This design comes from an exercise in tuning for small area on the open sky130 flow, not from production work. In this exercise RTL edits were held to simulation tests only and were not proved equivalent to the original.

==> branch quartz <==
## regfile_mp
module regfile_mp #(
    parameter int XLEN    = 32,
    parameter int DEPTH   = 32,
    parameter int AW      = $clog2(DEPTH),
    parameter int NUM_RD  = 2,
    parameter int ZERO_R0 = 1
) (
    input  logic                   clk,
    input  logic                   rst,
    input  logic                   clr_req,
    output logic                   busy,
    input  logic                   we0,
    input  logic [AW-1:0]          waddr0,
    input  logic [XLEN-1:0]        wdata0,
    input  logic                   we1,
    input  logic [AW-1:0]          waddr1,
    input  logic [XLEN-1:0]        wdata1,
    input  logic [NUM_RD*AW-1:0]   raddr,
    output logic [NUM_RD*XLEN-1:0] rdata
);
==> flow/config.mk <==
export PLATFORM = sky130hd
export DESIGN_NAME = regfile_mp
export DESIGN_NICKNAME = regfile_mp
export VERILOG_FILES = /design/flow/design.v
export SDC_FILE = /design/flow/constraint.sdc
export NUM_CORES = 4
export LEC_CHECK = 0
export CAP_MARGIN = 20
export CORE_MARGIN = 2
export CORE_UTILIZATION = 30
export PLACE_DENSITY = 0.45
export SLEW_MARGIN = 20
export SYNTH_HIERARCHICAL = 1
==> flow/constraint.sdc <==
create_clock -name core_clock -period 7.0 [get_ports {clk}]
set_input_delay 1.4000 -clock core_clock [delete_from_list [all_inputs] [get_ports {clk}]]
set_output_delay 1.4000 -clock core_clock [all_outputs]
set_load 0.01 [all_outputs]
standard.sh (not shown) runs the stock make flow with config.mk's settings and CLKGATE_MAP_FILE= SYNTH_SCRIPT=/design/flow/synth_recipe.tcl, a recipe that flattens the netlist after the stock synthesis.
==> flow/flow/run.sh <==
#!/bin/bash
# Standard ORFS layout with two changes: ports buffered with the smallest
# buffer, and a clock tree with larger sink clusters and no dummy loads.
set -euo pipefail
export BUFFER_PORTS_ARGS="-buffer_cell sky130_fd_sc_hd__buf_1"
export CTS_ARGS="-sink_clustering_enable -repair_clock_nets -dont_use_dummy_load -sink_clustering_size 24 -sink_clustering_max_diameter 100"
bash standard.sh finish > standard_flow.log 2>&1
==> branch yarrow (differences from branch quartz) <==
==> flow/design.v (replaced) <==
module rf_aoi222 (
    input  logic a1, a2, b1, b2, c1, c2,
    output logic y
);
    assign y = ~((a1 & a2) | (b1 & b2) | (c1 & c2));
endmodule
module rf_nand2 (
    input  logic a, b,
    output logic y
);
    assign y = ~(a & b);
endmodule
module rf_nand3 (
    input  logic a, b, c,
    output logic y
);
    assign y = ~(a & b & c);
endmodule
module rf_nand4 (
    input  logic a, b, c, d,
    output logic y
);
    assign y = ~(a & b & c & d);
endmodule
module rf_nor3 (
    input  logic a, b, c,
    output logic y
);
    assign y = ~(a | b | c);
endmodule
module rf_xnor2 (
    input  logic a, b,
    output logic y
);
    assign y = ~(a ^ b);
endmodule
module rf_rdbit (
    input  logic [31:1] sel,
    input  logic [31:1] s,
    input  logic        pz,
    output logic        y
);
    logic [10:0] t;
    logic [2:0]  g;
    logic        n;
    genvar j;
    generate
        for (j = 0; j < 10; j++) begin : g_a
            rf_aoi222 u_a (
                .a1(sel[3*j+1]), .a2(s[3*j+1]),
                .b1(sel[3*j+2]), .b2(s[3*j+2]),
                .c1(sel[3*j+3]), .c2(s[3*j+3]),
                .y(t[j])
            );
        end
    endgenerate
    rf_nand2 u_t10 (.a(sel[31]), .b(s[31]), .y(t[10]));
    rf_nand4 u_g0 (.a(t[0]), .b(t[1]), .c(t[2]), .d(t[3]), .y(g[0]));
    rf_nand4 u_g1 (.a(t[4]), .b(t[5]), .c(t[6]), .d(t[7]), .y(g[1]));
    rf_nand3 u_g2 (.a(t[8]), .b(t[9]), .c(t[10]), .y(g[2]));
    rf_nor3  u_n  (.a(g[0]), .b(g[1]), .c(g[2]), .y(n));
    rf_xnor2 u_x  (.a(n), .b(pz), .y(y));
endmodule
module regfile_mp #(
    parameter int XLEN    = 32,
    parameter int DEPTH   = 32,
    parameter int AW      = $clog2(DEPTH),
    parameter int NUM_RD  = 2,
    parameter int ZERO_R0 = 1
) (
    input  logic                   clk,
    input  logic                   rst,
    input  logic                   clr_req,
    output logic                   busy,
    input  logic                   we0,
    input  logic [AW-1:0]          waddr0,
    input  logic [XLEN-1:0]        wdata0,
    input  logic                   we1,
    input  logic [AW-1:0]          waddr1,
    input  logic [XLEN-1:0]        wdata1,
    input  logic [NUM_RD*AW-1:0]   raddr,
    output logic [NUM_RD*XLEN-1:0] rdata
);
    logic          busy_q;
    logic [AW-1:0] ptr_q;
    logic          phase_q, phase_d;
    logic          kill;
    assign busy = busy_q;
    assign kill = rst | busy_q;
    always_ff @(posedge clk) begin
        if (rst) begin
            busy_q <= 1'b0;
            ptr_q  <= '0;
        end else if (busy_q) begin
            ptr_q <= ptr_q + 1'b1;
            if (ptr_q == AW'(DEPTH - 1)) busy_q <= 1'b0;
        end else if (clr_req) begin
            busy_q <= 1'b1;
            ptr_q  <= '0;
        end
    end
    assign phase_d = ~(rst | phase_q);
    always_ff @(posedge clk) phase_q <= phase_d;
    logic [XLEN-1:0] a0, a1;
    assign a0 = ~((wdata0 & {XLEN{~kill}}) ^ {XLEN{phase_d}});
    assign a1 = ~(wdata1 ^ {XLEN{phase_d}});
    logic [31:1][XLEN-1:0] st;    
    genvar gi, gb;
    generate
        for (gi = 1; gi < DEPTH; gi++) begin : g_entry
            logic hit0, hit1, s0, s1, h;
            logic [XLEN-1:0] q, d;
            assign hit0 = we0 & (waddr0 == AW'(gi));
            assign hit1 = we1 & (waddr1 == AW'(gi));
            assign s1 = ~kill & hit1;
            assign s0 = rst | (busy_q & (ptr_q == AW'(gi))) | (~kill & hit0 & ~hit1);
            assign h  = ~(s0 | s1);
            for (gb = 0; gb < XLEN; gb++) begin : g_bit
                rf_aoi222 u_w (
                    .a1(s0), .a2(a0[gb]),
                    .b1(s1), .b2(a1[gb]),
                    .c1(h),  .c2(q[gb]),
                    .y(d[gb])
                );
            end
            always_ff @(posedge clk) q <= d;
            assign st[gi] = q;
        end
    endgenerate
    genvar gk;
    generate
        for (gk = 0; gk < NUM_RD; gk++) begin : g_rd
            logic [AW-1:0] addr;
            logic [31:1]   sel;
            logic          pz;
            assign addr = raddr[gk*AW +: AW];
            for (gi = 1; gi < DEPTH; gi++) begin : g_sel
                assign sel[gi] = (addr == AW'(gi));
            end
            assign pz = phase_q & (addr != '0);
            for (gb = 0; gb < XLEN; gb++) begin : g_bit
                logic [31:1] col;
                for (gi = 1; gi < DEPTH; gi++) begin : g_col
                    assign col[gi] = st[gi][gb];
                end
                rf_rdbit u_rd (.sel(sel), .s(col), .pz(pz), .y(rdata[gk*XLEN + gb]));
            end
        end
    endgenerate
endmodule
==> flow/flow/run.sh (replaced) <==
#!/bin/bash
# Standard ORFS layout with two changes: ports buffered with the smallest
# buffer, and a clock tree with larger sink clusters and no dummy loads.
set -euo pipefail
export BUFFER_PORTS_ARGS="-buffer_cell sky130_fd_sc_hd__buf_1"
export CTS_ARGS="-sink_clustering_enable -repair_clock_nets -dont_use_dummy_load -sink_clustering_size 24 -sink_clustering_max_diameter 80"
bash standard.sh finish > standard_flow.log 2>&1
==> results by group <==
STA
  • Tightest Pin Transition: 1120 ps

Logic synthesis
  • YS warnings: 11
  • Synth top cells by count: a222oi_1, dfxtp_1, inv_1
  • Seq/Total Area, Yosys: 0.460

Global route
  • Met2 usage: 0.458
  • Total GRT Usage: 0.305

Floorplanning
  • Starting Density: 0.302
  • Die area: 0.148 mm2

Worst hold path
  • Worst hold endpoint: g_entry[29].q[4]$_DFF_P_

Cells and area
  • Fin area: 0.0476 mm2

Run status
  • Status: complete, no violations
-- figures above: branch quartz

==> results by group <==
Run status
  • Status: complete, no violations

Logic synthesis
  • Seq/Total Area, Yosys: 0.472
  • Synth top cells by count: a222oi_1, dfxtp_1, nand4_1
  • YS warnings: 7

Floorplanning
  • Starting Density: 0.303
  • Die area: 0.144 mm2

Worst hold path
  • Worst hold endpoint: g_entry[14].q[8]$_DFF_P_

Global route
  • Met2 usage: 0.517
-- figures above: branch yarrow

[separate check: timing with driven ports]
How much do the figures lean on ideal ports? The routed layouts below were timed once more, with nothing changed but the port constraints. Step 1: set_driving_cell puts a clkbuf_16 on clk and a buf_2 on each other input, an assumption about the parent block. Step 2 adds t to the input delays and takes it off the output delays; t is the mean of the earliest and latest rising clock arrival at the registers after step 1. Input paths then give back, and output paths get back, about the clock's delay inside the block. Three values: ideal, step 1, step 2; two values: the first two.
| run | shift t [ns] | setup WS [ns] | worst setup path at the end | clock arrival spread, ns | worst slew at a driven data input, ns |
|---|---|---|---|---|---|
| branch quartz | 0.765 | 0.847 / 0.820 / 0.820 | input to output | 0.060 / 0.060 | 0.20 |
| branch yarrow | 0.779 | 0.797 / 0.750 / 0.750 | input to output | 0.098 / 0.098 | 0.21 |
After both steps every run listed still meets setup and hold. The setup slack of branch yarrow, which loses most, moves by -0.047 ns with the drivers and by -0.047 ns with both steps.
